This is an optimization exercise on Yosys and OpenROAD, whose aim is a short achievable clock period and few clock cycles per item, not a production implementation. In this exercise RTL edits were held to simulation tests only and were not proved equivalent to the original. Power and IR drop assume default switching activity.

===== design/flow/constraint.sdc =====
create_clock -name core_clock -period 11.0 [get_ports {clk}]
set_input_delay 2.2000 -clock core_clock [delete_from_list [all_inputs] [get_ports {clk}]]
set_output_delay 2.2000 -clock core_clock [all_outputs]
set_load 0.01 [all_outputs]

===== design/flow/design.v =====
package core_pkg;
	localparam int xlen = 64;
	localparam int ilen = 32;
	localparam int reg_addr_w = 5;
	localparam logic [xlen-1:0] reset_pc = 64'h0;
	localparam logic [6:0] op_rtype  = 7'b0110011;
	localparam logic [6:0] op_itype  = 7'b0010011;
	localparam logic [6:0] op_lui    = 7'b0110111;
	localparam logic [6:0] op_load   = 7'b0000011;
	localparam logic [6:0] op_store  = 7'b0100011;
	localparam logic [6:0] op_branch = 7'b1100011;
	localparam logic [6:0] op_jal    = 7'b1101111;
	localparam logic [2:0] f3_add   = 3'b000;    
	localparam logic [2:0] f3_xor   = 3'b100;
	localparam logic [2:0] f3_or    = 3'b110;
	localparam logic [2:0] f3_and   = 3'b111;
	localparam logic [2:0] f3_dword = 3'b011;    
	localparam logic [2:0] f3_beq   = 3'b000;
	localparam logic [2:0] f3_bne   = 3'b001;
	localparam logic [6:0] funct7_base = 7'b0000000;
	localparam logic [6:0] funct7_sub  = 7'b0100000;
	typedef enum logic [2:0] {
		alu_add,
		alu_sub,
		alu_and,
		alu_or,
		alu_xor,
		alu_pass_b    
	} alu_op_t;
	localparam logic [ilen-1:0] nop_instr = 32'h0000_0013;
endpackage
import core_pkg::*;
module regfile (
	input  logic clk,
	input  logic reset,
	input  logic [core_pkg::reg_addr_w-1:0] rs1_addr,
	input  logic [core_pkg::reg_addr_w-1:0] rs2_addr,
	input  logic wen,
	input  logic [core_pkg::reg_addr_w-1:0] wa,
	input  logic [core_pkg::xlen-1:0] wd,
	output logic [core_pkg::xlen-1:0] rs1_data,
	output logic [core_pkg::xlen-1:0] rs2_data
);
	logic [xlen-1:0] regs [32];
	always_ff @(posedge clk) begin
		if (reset) begin
			for (int i = 0; i < 32; i++)
				regs[i] <= '0;
		end else if (wen && wa != '0) begin
			regs[wa] <= wd;
		end
	end
	assign rs1_data = (rs1_addr == '0) ? '0 : ((wen && wa == rs1_addr) ? wd : regs[rs1_addr]);
	assign rs2_data = (rs2_addr == '0) ? '0 : ((wen && wa == rs2_addr) ? wd : regs[rs2_addr]);
endmodule
import core_pkg::*;
module fetch_stage (
	input  logic clk,
	input  logic reset,
	input  logic stall,
	input  logic flush,
	input  logic redirect,
	input  logic [core_pkg::xlen-1:0] redirect_pc,
	input  logic iresp_data_ok,
	input  logic [core_pkg::ilen-1:0] iresp_data,
	output logic ireq_valid,
	output logic [core_pkg::xlen-1:0] ireq_addr,
	output logic fetch_busy,
	output logic if_valid,
	output logic [core_pkg::xlen-1:0] if_pc,
	output logic [core_pkg::ilen-1:0] if_instr
);
	logic [xlen-1:0] pc, pc_next;
	logic [ilen-1:0] buf_instr, cur_instr;
	logic buf_valid, buf_valid_next;
	logic drop;
	logic advance, req_done, req_wait, resp_good, word_ready;
	assign advance = ~stall;
	assign req_done = ireq_valid & iresp_data_ok;
	assign req_wait = ireq_valid & ~iresp_data_ok;
	assign resp_good = req_done & ~drop;    
	assign word_ready = buf_valid | resp_good;
	assign cur_instr = buf_valid ? buf_instr : iresp_data;
	assign fetch_busy = ~word_ready & ~redirect;    
	assign pc_next = ~advance ? pc : (redirect ? redirect_pc : pc + 4);
	assign buf_valid_next = advance ? 1'b0 : (buf_valid | resp_good);
	always_ff @(posedge clk) begin
		if (reset) begin
			pc <= reset_pc;
			buf_valid <= 1'b0;
			drop <= 1'b0;
			ireq_valid <= 1'b0;
			ireq_addr <= reset_pc;
		end else begin
			pc <= pc_next;
			buf_valid <= buf_valid_next;
			if (req_done)
				drop <= 1'b0;
			else if (advance && req_wait)
				drop <= 1'b1;    
			if (!req_wait) begin
				ireq_valid <= ~buf_valid_next;
				ireq_addr <= pc_next;
			end
		end
	end
	always_ff @(posedge clk) begin
		if (resp_good && !advance)
			buf_instr <= iresp_data;
		if (advance)
			if_pc <= pc;
	end
	always_ff @(posedge clk) begin
		if (reset) begin
			if_valid <= 1'b0;
			if_instr <= nop_instr;
		end else if (advance) begin
			if (flush) begin
				if_valid <= 1'b0;
				if_instr <= nop_instr;
			end else begin
				if_valid <= 1'b1;
				if_instr <= cur_instr;
			end
		end
	end
endmodule
import core_pkg::*;
module decode_stage (
	input  logic clk,
	input  logic reset,
	input  logic stall,
	input  logic flush,
	input  logic if_valid,
	input  logic [core_pkg::xlen-1:0] if_pc,
	input  logic [core_pkg::ilen-1:0] if_instr,
	input  logic [core_pkg::xlen-1:0] rs1_data,
	input  logic [core_pkg::xlen-1:0] rs2_data,
	output logic [core_pkg::reg_addr_w-1:0] rs1_addr,
	output logic [core_pkg::reg_addr_w-1:0] rs2_addr,
	output logic id_valid,
	output logic [core_pkg::xlen-1:0] id_pc,
	output logic [core_pkg::reg_addr_w-1:0] id_rs1,
	output logic [core_pkg::reg_addr_w-1:0] id_rs2,
	output logic [core_pkg::xlen-1:0] id_rs1_val,
	output logic [core_pkg::xlen-1:0] id_rs2_val,
	output logic [core_pkg::xlen-1:0] id_imm,
	output logic [core_pkg::reg_addr_w-1:0] id_rd,
	output core_pkg::alu_op_t id_alu_op,
	output logic id_use_imm,
	output logic id_reg_write,
	output logic id_mem_read,
	output logic id_mem_write,
	output logic id_branch,
	output logic id_branch_ne,
	output logic id_jump
);
	logic [6:0] opcode, funct7;
	logic [2:0] funct3;
	logic [xlen-1:0] imm_i, imm_s, imm_b, imm_u, imm_j, imm;
	core_pkg::alu_op_t alu_op;
	logic known, uses_rs1, uses_rs2, keep;
	logic use_imm, reg_write, mem_read, mem_write, branch, branch_ne, jump;
	assign opcode = if_instr[6:0];
	assign funct3 = if_instr[14:12];
	assign funct7 = if_instr[31:25];
	assign imm_i = {{52{if_instr[31]}}, if_instr[31:20]};
	assign imm_s = {{52{if_instr[31]}}, if_instr[31:25], if_instr[11:7]};
	assign imm_b = {{51{if_instr[31]}}, if_instr[31], if_instr[7], if_instr[30:25],
		if_instr[11:8], 1'b0};
	assign imm_u = {{32{if_instr[31]}}, if_instr[31:12], 12'b0};
	assign imm_j = {{43{if_instr[31]}}, if_instr[31], if_instr[19:12], if_instr[20],
		if_instr[30:21], 1'b0};
	always_comb begin
		known = 1'b1;
		uses_rs1 = 1'b1;
		uses_rs2 = 1'b0;
		alu_op = alu_add;
		use_imm = 1'b1;
		imm = imm_i;
		reg_write = 1'b1;
		mem_read = 1'b0;
		mem_write = 1'b0;
		branch = 1'b0;
		branch_ne = 1'b0;
		jump = 1'b0;
		case (opcode)
			op_rtype: begin
				uses_rs2 = 1'b1;
				use_imm = 1'b0;
				case ({funct7, funct3})
					{funct7_base, f3_add}: alu_op = alu_add;
					{funct7_sub, f3_add}:  alu_op = alu_sub;
					{funct7_base, f3_and}: alu_op = alu_and;
					{funct7_base, f3_or}:  alu_op = alu_or;
					{funct7_base, f3_xor}: alu_op = alu_xor;
					default: known = 1'b0;
				endcase
			end
			op_itype: known = (funct3 == f3_add);    
			op_lui: begin
				uses_rs1 = 1'b0;
				alu_op = alu_pass_b;
				imm = imm_u;
			end
			op_load: begin
				known = (funct3 == f3_dword);
				mem_read = 1'b1;
			end
			op_store: begin
				known = (funct3 == f3_dword);
				uses_rs2 = 1'b1;
				imm = imm_s;
				reg_write = 1'b0;
				mem_write = 1'b1;
			end
			op_branch: begin
				known = (funct3 == f3_beq) || (funct3 == f3_bne);
				uses_rs2 = 1'b1;
				use_imm = 1'b0;
				imm = imm_b;
				reg_write = 1'b0;
				branch = 1'b1;
				branch_ne = (funct3 == f3_bne);
			end
			op_jal: begin
				uses_rs1 = 1'b0;
				imm = imm_j;
				jump = 1'b1;
			end
			default: known = 1'b0;
		endcase
	end
	assign rs1_addr = uses_rs1 ? if_instr[19:15] : '0;
	assign rs2_addr = uses_rs2 ? if_instr[24:20] : '0;
	assign keep = if_valid & known & ~flush;
	always_ff @(posedge clk) begin
		if (reset) begin
			id_valid <= 1'b0;
			id_reg_write <= 1'b0;
			id_mem_read <= 1'b0;
			id_mem_write <= 1'b0;
			id_branch <= 1'b0;
			id_branch_ne <= 1'b0;
			id_jump <= 1'b0;
		end else if (!stall) begin
			id_valid <= keep;
			id_reg_write <= keep & reg_write;
			id_mem_read <= keep & mem_read;
			id_mem_write <= keep & mem_write;
			id_branch <= keep & branch;
			id_branch_ne <= keep & branch_ne;
			id_jump <= keep & jump;
		end
	end
	always_ff @(posedge clk) begin
		if (!stall) begin
			id_pc <= if_pc;
			id_rs1 <= rs1_addr;
			id_rs2 <= rs2_addr;
			id_rs1_val <= rs1_data;
			id_rs2_val <= rs2_data;
			id_imm <= imm;
			id_rd <= reg_write ? if_instr[11:7] : '0;
			id_alu_op <= alu_op;
			id_use_imm <= use_imm;
		end
	end
endmodule
import core_pkg::*;
module execute_stage (
	input  logic clk,
	input  logic reset,
	input  logic stall,
	input  logic flush,
	input  logic id_valid,
	input  logic [core_pkg::xlen-1:0] id_pc,
	input  logic [core_pkg::reg_addr_w-1:0] id_rs1,
	input  logic [core_pkg::reg_addr_w-1:0] id_rs2,
	input  logic [core_pkg::xlen-1:0] id_rs1_val,
	input  logic [core_pkg::xlen-1:0] id_rs2_val,
	input  logic [core_pkg::xlen-1:0] id_imm,
	input  logic [core_pkg::reg_addr_w-1:0] id_rd,
	input  core_pkg::alu_op_t id_alu_op,
	input  logic id_use_imm,
	input  logic id_reg_write,
	input  logic id_mem_read,
	input  logic id_mem_write,
	input  logic id_branch,
	input  logic id_branch_ne,
	input  logic id_jump,
	input  logic wb_reg_write,
	input  logic [core_pkg::reg_addr_w-1:0] wb_rd,
	input  logic [core_pkg::xlen-1:0] wb_data,
	output logic redirect,
	output logic [core_pkg::xlen-1:0] redirect_pc,
	output logic ex_valid,
	output logic [core_pkg::xlen-1:0] ex_pc,
	output logic [core_pkg::reg_addr_w-1:0] ex_rd,
	output logic [core_pkg::xlen-1:0] ex_result,
	output logic [core_pkg::xlen-1:0] ex_store_data,
	output logic ex_reg_write,
	output logic ex_mem_read,
	output logic ex_mem_write
);
	logic [xlen-1:0] src_a, src_b, op_b, alu_out, result;
	logic ex_fwd_ok, take;
	assign ex_fwd_ok = ex_reg_write & ~ex_mem_read & (ex_rd != '0);
	always_comb begin
		if (ex_fwd_ok && ex_rd == id_rs1)
			src_a = ex_result;
		else if (wb_reg_write && wb_rd != '0 && wb_rd == id_rs1)
			src_a = wb_data;
		else
			src_a = id_rs1_val;
		if (ex_fwd_ok && ex_rd == id_rs2)
			src_b = ex_result;
		else if (wb_reg_write && wb_rd != '0 && wb_rd == id_rs2)
			src_b = wb_data;
		else
			src_b = id_rs2_val;
	end
	assign op_b = id_use_imm ? id_imm : src_b;
	always_comb begin
		case (id_alu_op)
			alu_sub:    alu_out = src_a - op_b;
			alu_and:    alu_out = src_a & op_b;
			alu_or:     alu_out = src_a | op_b;
			alu_xor:    alu_out = src_a ^ op_b;
			alu_pass_b: alu_out = op_b;
			default:    alu_out = src_a + op_b;
		endcase
	end
	assign result = id_jump ? id_pc + 4 : alu_out;    
	assign take = id_jump | (id_branch & ((src_a == src_b) ^ id_branch_ne));
	assign redirect = take;
	assign redirect_pc = id_pc + id_imm;
	always_ff @(posedge clk) begin
		if (reset) begin
			ex_valid <= 1'b0;
			ex_reg_write <= 1'b0;
			ex_mem_read <= 1'b0;
			ex_mem_write <= 1'b0;
		end else if (!stall) begin
			ex_valid <= id_valid & ~flush;
			ex_reg_write <= id_reg_write & ~flush;
			ex_mem_read <= id_mem_read & ~flush;
			ex_mem_write <= id_mem_write & ~flush;
		end
	end
	always_ff @(posedge clk) begin
		if (!stall) begin
			ex_pc <= id_pc;
			ex_rd <= id_rd;
			ex_result <= result;
			ex_store_data <= src_b;
		end
	end
endmodule
import core_pkg::*;
module memory_stage (
	input  logic clk,
	input  logic reset,
	input  logic stall,
	input  logic ex_valid,
	input  logic [core_pkg::xlen-1:0] ex_pc,
	input  logic [core_pkg::reg_addr_w-1:0] ex_rd,
	input  logic [core_pkg::xlen-1:0] ex_result,
	input  logic [core_pkg::xlen-1:0] ex_store_data,
	input  logic ex_reg_write,
	input  logic ex_mem_read,
	input  logic ex_mem_write,
	input  logic dresp_data_ok,
	input  logic [core_pkg::xlen-1:0] dresp_rdata,
	output logic dreq_valid,
	output logic dreq_write,
	output logic [core_pkg::xlen-1:0] dreq_addr,
	output logic [core_pkg::xlen-1:0] dreq_wdata,
	output logic mem_busy,
	output logic wb_valid,
	output logic [core_pkg::xlen-1:0] wb_pc,
	output logic [core_pkg::reg_addr_w-1:0] wb_rd,
	output logic [core_pkg::xlen-1:0] wb_data,
	output logic wb_reg_write
);
	logic access, done;
	logic [xlen-1:0] load_q, load_val;
	assign access = ex_valid & (ex_mem_read | ex_mem_write);
	assign dreq_valid = access & ~done;    
	assign dreq_write = ex_mem_write;
	assign dreq_addr = ex_result;
	assign dreq_wdata = ex_store_data;
	assign mem_busy = dreq_valid & ~dresp_data_ok;
	assign load_val = done ? load_q : dresp_rdata;
	always_ff @(posedge clk) begin
		if (reset)
			done <= 1'b0;
		else if (!stall)
			done <= 1'b0;
		else if (dreq_valid && dresp_data_ok)
			done <= 1'b1;
	end
	always_ff @(posedge clk) begin
		if (dreq_valid && dresp_data_ok)
			load_q <= dresp_rdata;
	end
	always_ff @(posedge clk) begin
		if (reset) begin
			wb_valid <= 1'b0;
			wb_reg_write <= 1'b0;
		end else if (!stall) begin
			wb_valid <= ex_valid;
			wb_reg_write <= ex_valid & ex_reg_write;
		end
	end
	always_ff @(posedge clk) begin
		if (!stall) begin
			wb_pc <= ex_pc;
			wb_rd <= ex_rd;
			wb_data <= (ex_rd == '0) ? '0 : (ex_mem_read ? load_val : ex_result);
		end
	end
endmodule
import core_pkg::*;
module hazard_unit (
	input  logic fetch_busy,
	input  logic mem_busy,
	input  logic redirect,
	input  logic id_mem_read,
	input  logic [core_pkg::reg_addr_w-1:0] id_rd,
	input  logic [core_pkg::reg_addr_w-1:0] rs1_addr,
	input  logic [core_pkg::reg_addr_w-1:0] rs2_addr,
	output logic stall_if,
	output logic stall_id,
	output logic stall_ex,
	output logic stall_mem,
	output logic flush_if,
	output logic flush_id
);
	logic freeze, load_use;
	assign freeze = fetch_busy | mem_busy;    
	assign load_use = id_mem_read & (id_rd != '0) & ((id_rd == rs1_addr) | (id_rd == rs2_addr));
	assign stall_if = freeze | load_use;
	assign stall_id = freeze;
	assign stall_ex = freeze;
	assign stall_mem = freeze;
	assign flush_if = redirect;
	assign flush_id = redirect | load_use;
endmodule
import core_pkg::*;
module core (
	input  logic clk,
	input  logic reset,
	output logic ireq_valid,
	output logic [core_pkg::xlen-1:0] ireq_addr,
	input  logic iresp_data_ok,
	input  logic [core_pkg::ilen-1:0] iresp_data,
	output logic dreq_valid,
	output logic dreq_write,
	output logic [core_pkg::xlen-1:0] dreq_addr,
	output logic [core_pkg::xlen-1:0] dreq_wdata,
	input  logic dresp_data_ok,
	input  logic [core_pkg::xlen-1:0] dresp_rdata,
	output logic commit_valid,
	output logic [core_pkg::xlen-1:0] commit_pc,
	output logic commit_wen,
	output logic [core_pkg::reg_addr_w-1:0] commit_rd,
	output logic [core_pkg::xlen-1:0] commit_data
);
	logic stall_if, stall_id, stall_ex, stall_mem, flush_if, flush_id;
	logic fetch_busy, mem_busy, redirect;
	logic [xlen-1:0] redirect_pc;
	logic if_valid;
	logic [xlen-1:0] if_pc;
	logic [ilen-1:0] if_instr;
	logic [reg_addr_w-1:0] rs1_addr, rs2_addr;
	logic [xlen-1:0] rs1_data, rs2_data;
	logic id_valid, id_use_imm, id_reg_write, id_mem_read, id_mem_write;
	logic id_branch, id_branch_ne, id_jump;
	logic [xlen-1:0] id_pc, id_rs1_val, id_rs2_val, id_imm;
	logic [reg_addr_w-1:0] id_rs1, id_rs2, id_rd;
	core_pkg::alu_op_t id_alu_op;
	logic ex_valid, ex_reg_write, ex_mem_read, ex_mem_write;
	logic [xlen-1:0] ex_pc, ex_result, ex_store_data;
	logic [reg_addr_w-1:0] ex_rd;
	logic wb_valid, wb_reg_write;
	logic [xlen-1:0] wb_pc, wb_data;
	logic [reg_addr_w-1:0] wb_rd;
	fetch_stage fetch_stage_inst (
		.clk, .reset, .stall(stall_if), .flush(flush_if), .redirect, .redirect_pc,
		.iresp_data_ok, .iresp_data, .ireq_valid, .ireq_addr, .fetch_busy,
		.if_valid, .if_pc, .if_instr
	);
	decode_stage decode_stage_inst (
		.clk, .reset, .stall(stall_id), .flush(flush_id), .if_valid, .if_pc, .if_instr,
		.rs1_data, .rs2_data, .rs1_addr, .rs2_addr, .id_valid, .id_pc, .id_rs1, .id_rs2,
		.id_rs1_val, .id_rs2_val, .id_imm, .id_rd, .id_alu_op, .id_use_imm, .id_reg_write,
		.id_mem_read, .id_mem_write, .id_branch, .id_branch_ne, .id_jump
	);
	execute_stage execute_stage_inst (
		.clk, .reset, .stall(stall_ex), .flush(1'b0), .id_valid, .id_pc, .id_rs1, .id_rs2,
		.id_rs1_val, .id_rs2_val, .id_imm, .id_rd, .id_alu_op, .id_use_imm, .id_reg_write,
		.id_mem_read, .id_mem_write, .id_branch, .id_branch_ne, .id_jump,
		.wb_reg_write, .wb_rd, .wb_data, .redirect, .redirect_pc, .ex_valid, .ex_pc,
		.ex_rd, .ex_result, .ex_store_data, .ex_reg_write, .ex_mem_read, .ex_mem_write
	);
	memory_stage memory_stage_inst (
		.clk, .reset, .stall(stall_mem), .ex_valid, .ex_pc, .ex_rd, .ex_result,
		.ex_store_data, .ex_reg_write, .ex_mem_read, .ex_mem_write, .dresp_data_ok,
		.dresp_rdata, .dreq_valid, .dreq_write, .dreq_addr, .dreq_wdata, .mem_busy,
		.wb_valid, .wb_pc, .wb_rd, .wb_data, .wb_reg_write
	);
	regfile regfile_inst (
		.clk, .reset, .rs1_addr, .rs2_addr, .wen(wb_reg_write), .wa(wb_rd), .wd(wb_data),
		.rs1_data, .rs2_data
	);
	hazard_unit hazard_unit_inst (
		.fetch_busy, .mem_busy, .redirect, .id_mem_read, .id_rd, .rs1_addr, .rs2_addr,
		.stall_if, .stall_id, .stall_ex, .stall_mem, .flush_if, .flush_id
	);
	assign commit_valid = wb_valid & ~stall_mem;    
	assign commit_pc = wb_pc;
	assign commit_wen = wb_reg_write;
	assign commit_rd = wb_rd;
	assign commit_data = wb_data;
endmodule

===== design/flow/config.mk =====
export PLATFORM = sky130hd
export DESIGN_NAME = core
export DESIGN_NICKNAME = core
export VERILOG_FILES = /design/flow/design.v
export SDC_FILE = /design/flow/constraint.sdc
export NUM_CORES = 4
export LEC_CHECK = 0
export CAP_MARGIN = 20
export CORE_MARGIN = 2
export CORE_UTILIZATION = 40
export SLEW_MARGIN = 20

===== design/flow/run.sh =====
#!/bin/bash
# synth_recipe.tcl (not shown) runs the flow's synth.tcl, then flattens the netlist and writes it again
# the make line also repeats each setting of config.mk as NAME=value (left out here)
make -C /OpenROAD-flow-scripts/flow DESIGN_CONFIG=/design/flow/config.mk WORK_HOME=/design/flow/orfs CLKGATE_MAP_FILE= SYNTH_SCRIPT=/design/flow/synth_recipe.tcl finish

==> run notes <==
-- cell usage after synthesis, types with 102 or more instances --
library cell / n / area [µm²]
nand3_1: 345 / 1730
dfxtp_1: 178 / 3560
o211ai_1: 232 / 1740
a21o_1: 102 / 766
nor2b_1: 164 / 1030
inv_1: 223 / 837
mux2i_1: 1082 / 10800
a21oi_1: 744 / 3720
o221ai_1: 833 / 7300
a211oi_1: 207 / 1550
a31oi_1: 201 / 1260
buf_1: 128 / 480
edfxtp_1: 2781 / 83500
clkbuf_1: 1284 / 4820
a22oi_1: 169 / 1270
xnor2_1: 231 / 2020
a311oi_1: 205 / 1800
and2_1: 2059 / 12900
o21ai_0: 825 / 4130
nor4_1: 201 / 1260
nor3_1: 149 / 746
nand2_1: 1050 / 3940
ha_1: 257 / 3220
nor2_1: 699 / 2620
-- sequential cells by signal, summed over array words and instances (netlist names), 3 cells and up --
signal / cells
execute_stage_inst.ex_result: 64
execute_stage_inst.ex_rd: 5
decode_stage_inst.id_alu_op: 3
decode_stage_inst.id_imm: 32
decode_stage_inst.id_pc: 64
execute_stage_inst.ex_pc: 64
execute_stage_inst.ex_store_data: 64
decode_stage_inst.id_rs1: 5
decode_stage_inst.id_rd: 5
fetch_stage_inst.buf_instr: 32
fetch_stage_inst.if_instr: 32
memory_stage_inst.wb_data: 64
decode_stage_inst.id_rs1_val: 64
fetch_stage_inst.pc: 64
fetch_stage_inst.if_pc: 64
fetch_stage_inst.ireq_addr: 64
memory_stage_inst.wb_rd: 5
decode_stage_inst.id_rs2_val: 64
decode_stage_inst.id_rs2: 5
memory_stage_inst.load_q: 64
regfile_inst.regs: 2048
memory_stage_inst.wb_pc: 64
-- cell type report --
type | instances | area [µm²] | area share
timing repair buffer | 848 | 7960 | 0.0427
clock buffer | 415 | 8900 | 0.0478
inverter | 229 | 898 | 0.00483
clock inverter | 183 | 1810 | 0.00973
multi-input combinational | 10700 | 72600 | 0.390
sequential | 2959 | 87100 | 0.468
antenna | 26 | 65.1 | 0.000350
tap | 5451 | 6820 | 0.0366
-- layer usage --
layer | vias up | share of wire | track usage
li1 | 57300 | - | -
met1 | 68000 | 0.38 | 0.432
met2 | 9052 | 0.43 | 0.489
met3 | 1965 | 0.11 | 0.0629
met4 | 12 | 0.077 | 0.219
met5 | - | 0.00011 | 0.00150
-- cells by family (layout without fill, tap and decap cells) --
| kind of cell | Yosys count | count (layout) | share of synthesized area |
|---|---|---|---|
| other | 1 | 90 | 0.0000227 |
| buffers and inverters | 1702 | 1675 | 0.0399 |
| and+or+nand+nor | 4954 | 4954 | 0.159 |
| DFF | 2959 | 2959 | 0.527 |
| muxes | 1144 | 1144 | 0.0707 |
| adders and majority gates | 259 | 259 | 0.0197 |
| AOI/OAI and AO/OA | 3970 | 3970 | 0.166 |
| xor gates and xnor gates | 330 | 330 | 0.0175 |
-- power by group --
| part | leakage [nW] | switching (mW) | internal [mW] |
|---|---|---|---|
| clock network | 5.24 | 4.88 | 6.43 |
| logic | 28.2 | 2.15 | 0.923 |
| registers | 29.4 | 0.377 | 12.7 |
| total | 62.9 | 7.41 | 20.1 |
-- critical path, stage by stage, from the launching register on --
cell,delay [ps]
edfxtp_1,480
or4_4,630
o21a_2,480
nand4_1,590
nand2_1,500
o31ai_1,380
a21oi_1,190
a2111oi_0,670
buf_4,240
and4_1,170
and4_1,700
mux2_4,500
a31o_1,190
buf_4,210
clkinvlp_4,510
and2_1,340
clkdlybuf4s50_1,480
-- worst paths after layout --
kind / from / end / slack (ps) / cells past startpoint
max: execute_stage_inst.ex_rd[0] / commit_valid / 540 / 16
min: execute_stage_inst.ex_pc[48] / memory_stage_inst.wb_pc[48] / 370 / 0
max reg2reg: execute_stage_inst.ex_rd[0] / execute_stage_inst.ex_result[55] / 2010 / 25
min reg2reg: execute_stage_inst.ex_pc[48] / memory_stage_inst.wb_pc[48] / 370 / 0
==> results_dict.tcl <==
set metrics [dict create \
    wl_per_cell_um 34.1 \
    die_h_um 647 \
    fin_ws_ps 539 \
    clock-root-buffer "clkbuf_16" \
    ys_types 113 \
    first_pass_iters 6 \
    setup_tns_ps 0 \
    synth_ff_type "edfxtp_1" \
    die_w_um 647 \
    cts_tree "yes" \
    async_flop_share 0 \
    drv_cap 0 \
    crit_required_ps 8800 \
    crit_type "flip-flop to primary output" \
    drv_slew 0 \
    cts_buffers 333 \
    grt_remaining_overflow 0 \
    hold-worst-slack_ps 374 \
    fin_crit_sh 0.951 \
    stdcell_count 20800 \
    final_net_count 15500 \
    initial_utilization 0.402 \
    rsz0062_at_grt "no" \
    final_common_cell "edfxtp_1" \
    grt_pass1_vias 129000 \
    dieArea_um2 418000 \
    ctsHoldBuffers 0 \
    syn-instance-count 15300 \
    total_power_mw 27.5 \
    h-tree-depth 5 \
    port_buffers 429 \
    layout_common_cells "2,781 x edfxtp_1, 2,057 x and2_1, 1,082 x mux2i_1" \
    status "finished clean" \
    p_per_area_nw_per_um2 148 \
    core_area_um2 410000 \
    rows 235 \
    dp.cells 20200 \
    skew_ps 79.2 \
    post_cts_resized 0 \
    grt_pass1_wl_um 984000 \
    syn_avg_cell_area_um2 10.8 \
    yosys_warnings 5 \
    drt_iter0_drc 20300 \
    path_clk_slew_ps 60 \
    tightest_slew_ps 1310 \
    syn_area_um2 165000 \
    slew_headroom 0.119 \
    setup_viol 0 \
    dp_hpwl_um 457000 \
    holdCritPathClass "flip-flop to flip-flop" \
    hold_violations 0 \
    wirelength_um 711000 \
    period_needed_ps 10460 \
    antenna_left 0 \
    fill_cells 37800 \
    synth_edf_count 2781 \
    endpoint_kind "primary output" \
    crit_arrival_ps 8260 \
    cp-start-kind "flip-flop" \
    syn_to_final_growth_pct 12.7 \
    synth_seq_cells 2959 \
    antenna_found_initial 50 \
    place_ws_ps 1720 \
    path_max_fanout 23 \
    grt_usage 0.327 \
    final_util 0.453 \
    cts.path.max_buffers 4 \
    vias_per_cell 6.55 \
    max_freq_mhz 95.6 \
    dpl-instance-area_um2 175000 \
    cts.sinks 2959 \
    cts_setup_buffers 0 \
    drive_gt1_frac 0.0756 \
    p_leak_nw 62.9 \
    ys_seq_area_frac 0.527 \
    peakVddDrop_mv 0.126 \
    grt_max_degree 181 \
    final_area_um2 186000 \
    gp_congestion 0.995 \
    drc 0 \
    worstSkewPairLatency_ps 1020 \
    io_pins 430 \
    vias 136000 \
]
Testbench counts, summed over its fixed seeds: cycles 84,290, instrs 60,423.

-- port drivers added, routing unchanged --
No port has a modelled driver above. Below, the same layout with a new extraction and two added sets of constraints. Step 1 sets driving cells, clkbuf_16 on the clock port and buf_2 on the other inputs (assumed; they add their load-dependent delay and slew). Step 2 times the ports against the registers' clock, not the clock port: input delays grow and output delays shrink by t, the midpoint of the rising clock arrivals with the driver on. a / b / c = no drivers / after step 1 / after step 2; a / b = the first two.
t, ns: 1.082
slack for setup (ns): 0.539 / 0.424 / 1.505
pins driven straight from the clock port: 1
After both steps this run still meets setup and hold. The setup slack of this run moves by -0.115 ns with the drivers and by +0.966 ns with both steps.
